From an optimization exercise on the open Yosys and OpenROAD flow, aimed at a short achievable clock period and few clock cycles per item; shortcuts taken in it are not production practice.
RTL that was checked went through simulation tests only; none was proved equivalent to the original.
Power is estimated from default activity; no workload was simulated.

==> inputs of job 6295 <==
Design toy_memory, start of the top module:
module toy_memory
#(
    parameter int         ADDR_W  = 8,
    parameter logic [7:0] IO_ADDR = toy_pkg::IO_ADDR_DEFAULT,
    parameter logic [7:0] OUT_RST = 8'h00
) (
    input  logic              CLK,
    input  logic              RESET_N,
    input  logic [toy_pkg::DATA_W-1:0] D_OUT,
    input  logic              MEM_EN,
    input  logic              WRITE_EN,
    output logic [toy_pkg::DATA_W-1:0] D_IN,
    output logic              READY,
    input  logic [toy_pkg::DATA_W-1:0] IN_PORT,
    output logic [toy_pkg::DATA_W-1:0] OUT_PORT,
    input  logic              LOAD_EN,
    input  logic [ADDR_W-1:0] LOAD_ADDR,
    input  logic [toy_pkg::DATA_W-1:0] LOAD_DATA,
    output logic              LOAD_ACK
);
Settings: LEC_CHECK=0, CAP_MARGIN=20, CORE_MARGIN=2, CORE_UTILIZATION=50, SETUP_SLACK_MARGIN=3.0, SLEW_MARGIN=20, TNS_END_PERCENT=10; clock period 5.0 ns.
run.sh (not shown) runs the stock make flow with config.mk's settings and CLKGATE_MAP_FILE= SYNTH_SCRIPT=/design/flow/synth_recipe.tcl, a recipe that flattens the netlist after the stock synthesis.
==> job 3715: changes against job 6295 <==
--- a/flow/design.v
+++ b/flow/design.v
@@ -8,21 +8,22 @@
     } state_t;
 endpackage
 module toy_ram_sp
 #(
     parameter int         ADDR_W  = 8,
+    parameter int         COL_W   = ADDR_W / 2,
     parameter logic [7:0] IO_ADDR = toy_pkg::IO_ADDR_DEFAULT
 ) (
     input  logic                       CLK,
-    input  logic [(1<<(ADDR_W/2))-1:0]          WROW,
-    input  logic [(1<<(ADDR_W-ADDR_W/2))-1:0]   WCOL,
+    input  logic [(1<<(ADDR_W-COL_W))-1:0]          WROW,
+    input  logic [(1<<COL_W)-1:0]   WCOL,
     input  logic [toy_pkg::DATA_W-1:0]          WDATA,
-    input  logic [(1<<(ADDR_W-ADDR_W/2))-1:0]   RCOL,
-    output logic [(1<<(ADDR_W/2))*toy_pkg::DATA_W-1:0] ROW_DATA
+    input  logic [(1<<COL_W)-1:0]   RCOL,
+    output logic [(1<<(ADDR_W-COL_W))*toy_pkg::DATA_W-1:0] ROW_DATA
 );
-    localparam int ROWS = 1 << (ADDR_W / 2);
-    localparam int COLS = 1 << (ADDR_W - ADDR_W / 2);
+    localparam int ROWS = 1 << (ADDR_W - COL_W);
+    localparam int COLS = 1 << COL_W;
     localparam int W    = toy_pkg::DATA_W;
     logic [ROWS*COLS*W-1:0] mem;
     genvar r, c;
     generate
         for (r = 0; r < ROWS; r++) begin : g_row
@@ -67,22 +68,21 @@
     input  logic [ADDR_W-1:0] LOAD_ADDR,
     input  logic [toy_pkg::DATA_W-1:0] LOAD_DATA,
     output logic              LOAD_ACK
 );
     localparam int W    = toy_pkg::DATA_W;
-    localparam int RB   = ADDR_W / 2;
-    localparam int CB   = ADDR_W - RB;
+    localparam int CB   = 3;
+    localparam int RB   = ADDR_W - CB;
     localparam int ROWS = 1 << RB;
     localparam int COLS = 1 << CB;
-    localparam logic [RB-1:0] IO_ROW = IO_ADDR[ADDR_W-1:CB];
-    localparam logic [CB-1:0] IO_COL = IO_ADDR[CB-1:0];
     toy_pkg::state_t   state_q, state_d;
     logic [W-1:0]      d_in_q, d_in_d;
     logic [W-1:0]      out_q, out_d;
     logic              ready_q, ready_d;
     logic              ack_q;
     logic              wr_q;
+    logic              io_q;     
     logic [ROWS-1:0]   row_q, row_d;
     logic [COLS-1:0]   col_q, col_d;
     logic [ROWS*W-1:0] rbyte_q, rbyte_d;
     logic [ROWS-1:0]   crow_q, crow_d;
     logic [COLS-1:0]   ccol_q, ccol_d;
@@ -93,11 +93,11 @@
     logic [COLS-1:0]   ld_col;
     logic [W-1:0]      rsel;
     logic idle, in_addr, sel_io, load_go, proc_wr;
     assign idle    = (state_q == toy_pkg::IDLE);
     assign in_addr = (state_q == toy_pkg::ADDR);
-    assign sel_io  = row_q[IO_ROW] && col_q[IO_COL];
+    assign sel_io  = io_q;
     assign load_go = idle && !MEM_EN && LOAD_EN;
     assign proc_wr = in_addr && MEM_EN && wr_q;
     always_comb begin
         for (int k = 0; k < ROWS; k++) row_d[k] = (D_OUT[ADDR_W-1:CB] == RB'(k));
         for (int k = 0; k < COLS; k++) col_d[k] = (D_OUT[CB-1:0] == CB'(k));
@@ -167,20 +167,22 @@
         end
     end
     always_ff @(posedge CLK) begin
         row_q   <= row_d;
         col_q   <= col_d;
+        io_q    <= (D_OUT[ADDR_W-1:0] == IO_ADDR[ADDR_W-1:0]);
         rbyte_q <= rbyte_d;
         wr_q    <= idle ? WRITE_EN : wr_q;
         crow_q  <= crow_d;
         ccol_q  <= ccol_d;
         cdata_q <= cdata_d;
         hit_q   <= |(crow_q & row_d) && |(ccol_q & col_d);
         fwd_q   <= cdata_q;
     end
     toy_ram_sp #(
         .ADDR_W (ADDR_W),
+        .COL_W  (CB),
         .IO_ADDR(IO_ADDR)
     ) u_ram (
         .CLK     (CLK),
         .WROW    (crow_q),
         .WCOL    (ccol_q),
==> flow/config.mk (replaced) <==
export PLATFORM = sky130hd
export DESIGN_NAME = toy_memory
export DESIGN_NICKNAME = toy_memory
export VERILOG_FILES = /design/flow/design.v
export SDC_FILE = /design/flow/constraint.sdc
export NUM_CORES = 4
export LEC_CHECK = 0
export CAP_MARGIN = 20
export CORE_MARGIN = 2
export CORE_UTILIZATION = 55
export CTS_CLUSTER_DIAMETER = 120
export CTS_CLUSTER_SIZE = 22
export SETUP_SLACK_MARGIN = 2.8
export SLEW_MARGIN = 20
==> summary.txt <==
	job 3715	job 6295
Result of the run	finished clean	finished clean
FF+latch count, synth	2415	2270
Gr usage total	30.15%	42.29%
Mean cell area of the mapped netlist	17.90 um^2	16.96 um^2
Synthesized netlist cell count	4731	5015
Portion of total power attributed to the clock network	30.7%	41.3%
Total detailed-routing wirelength	238500 um	374000 um
Internal power component	27.54 mW	32.00 mW
Count of plain and timing-repair buffers in the layout	202	555
Initial Util	55.54%	50.25%
Endpoint of the worst setup timing path	D_IN[1]	OUT_PORT[2]
Sequential fraction of total cell area	74.60%	64.82%
Switching share of power	22.24%	24.18%
Detailed Route Iter0 Violations	6718	12610
Fmax	424.9 MHz	410.6 MHz
Number of inserted filler cells in the final layout	11140	12440
Worst hold path startpoint	col_q[2]	col_q[10]
Max IR drop VDD	0.3275 mV	0.3375 mV
Post-synthesis compound-gate area fraction	11.49%	11.34%
Post-layout nets	4785	5494
Num CTS Buffers	120	225
Non-filler instance count after layout	6893	7929
Total routed wire length on the met1 layer	100700 um	127100 um
Mapped Nets	4768	5052
Testbench counts of job 3715, summed over its fixed seeds: cycles 47,992, accesses 16,000.
No functional check of the RTL was part of job 6295.

-- separate check: timing with driven ports --
The results above use ideal ports. As a check the final layouts listed here were re-extracted and re-timed, cells and wires unchanged. Step 1, drivers: a clkbuf_16 drives CLK and a buf_2 each remaining input, both assumed. Step 2 times the ports against the registers' clock, not the clock port: input delays grow and output delays shrink by t, the midpoint of the rising clock arrivals with the driver on. Three values: ideal, step 1, step 2; two values: the first two.
| run | t (ns) | setup slack, ns | hold slack, ns | latest minus earliest clock arrival (ns) | worst slew at a driven data input, ns |
|---|---|---|---|---|---|
| job 6295 | 0.968 | 2.565 / 2.472 / 1.534 | 0.452 / 0.452 / 0.452 | 0.054 / 0.055 | 0.37 |
| job 3715 | 0.851 | 2.647 / 2.562 / 1.844 | 0.431 / 0.431 / 0.431 | 0.044 / 0.044 | 0.18 |
After both steps every run listed still meets setup and hold. For job 6295, which loses most, drivers alone change the setup slack by -0.093 ns; drivers and shift together by -1.031 ns.
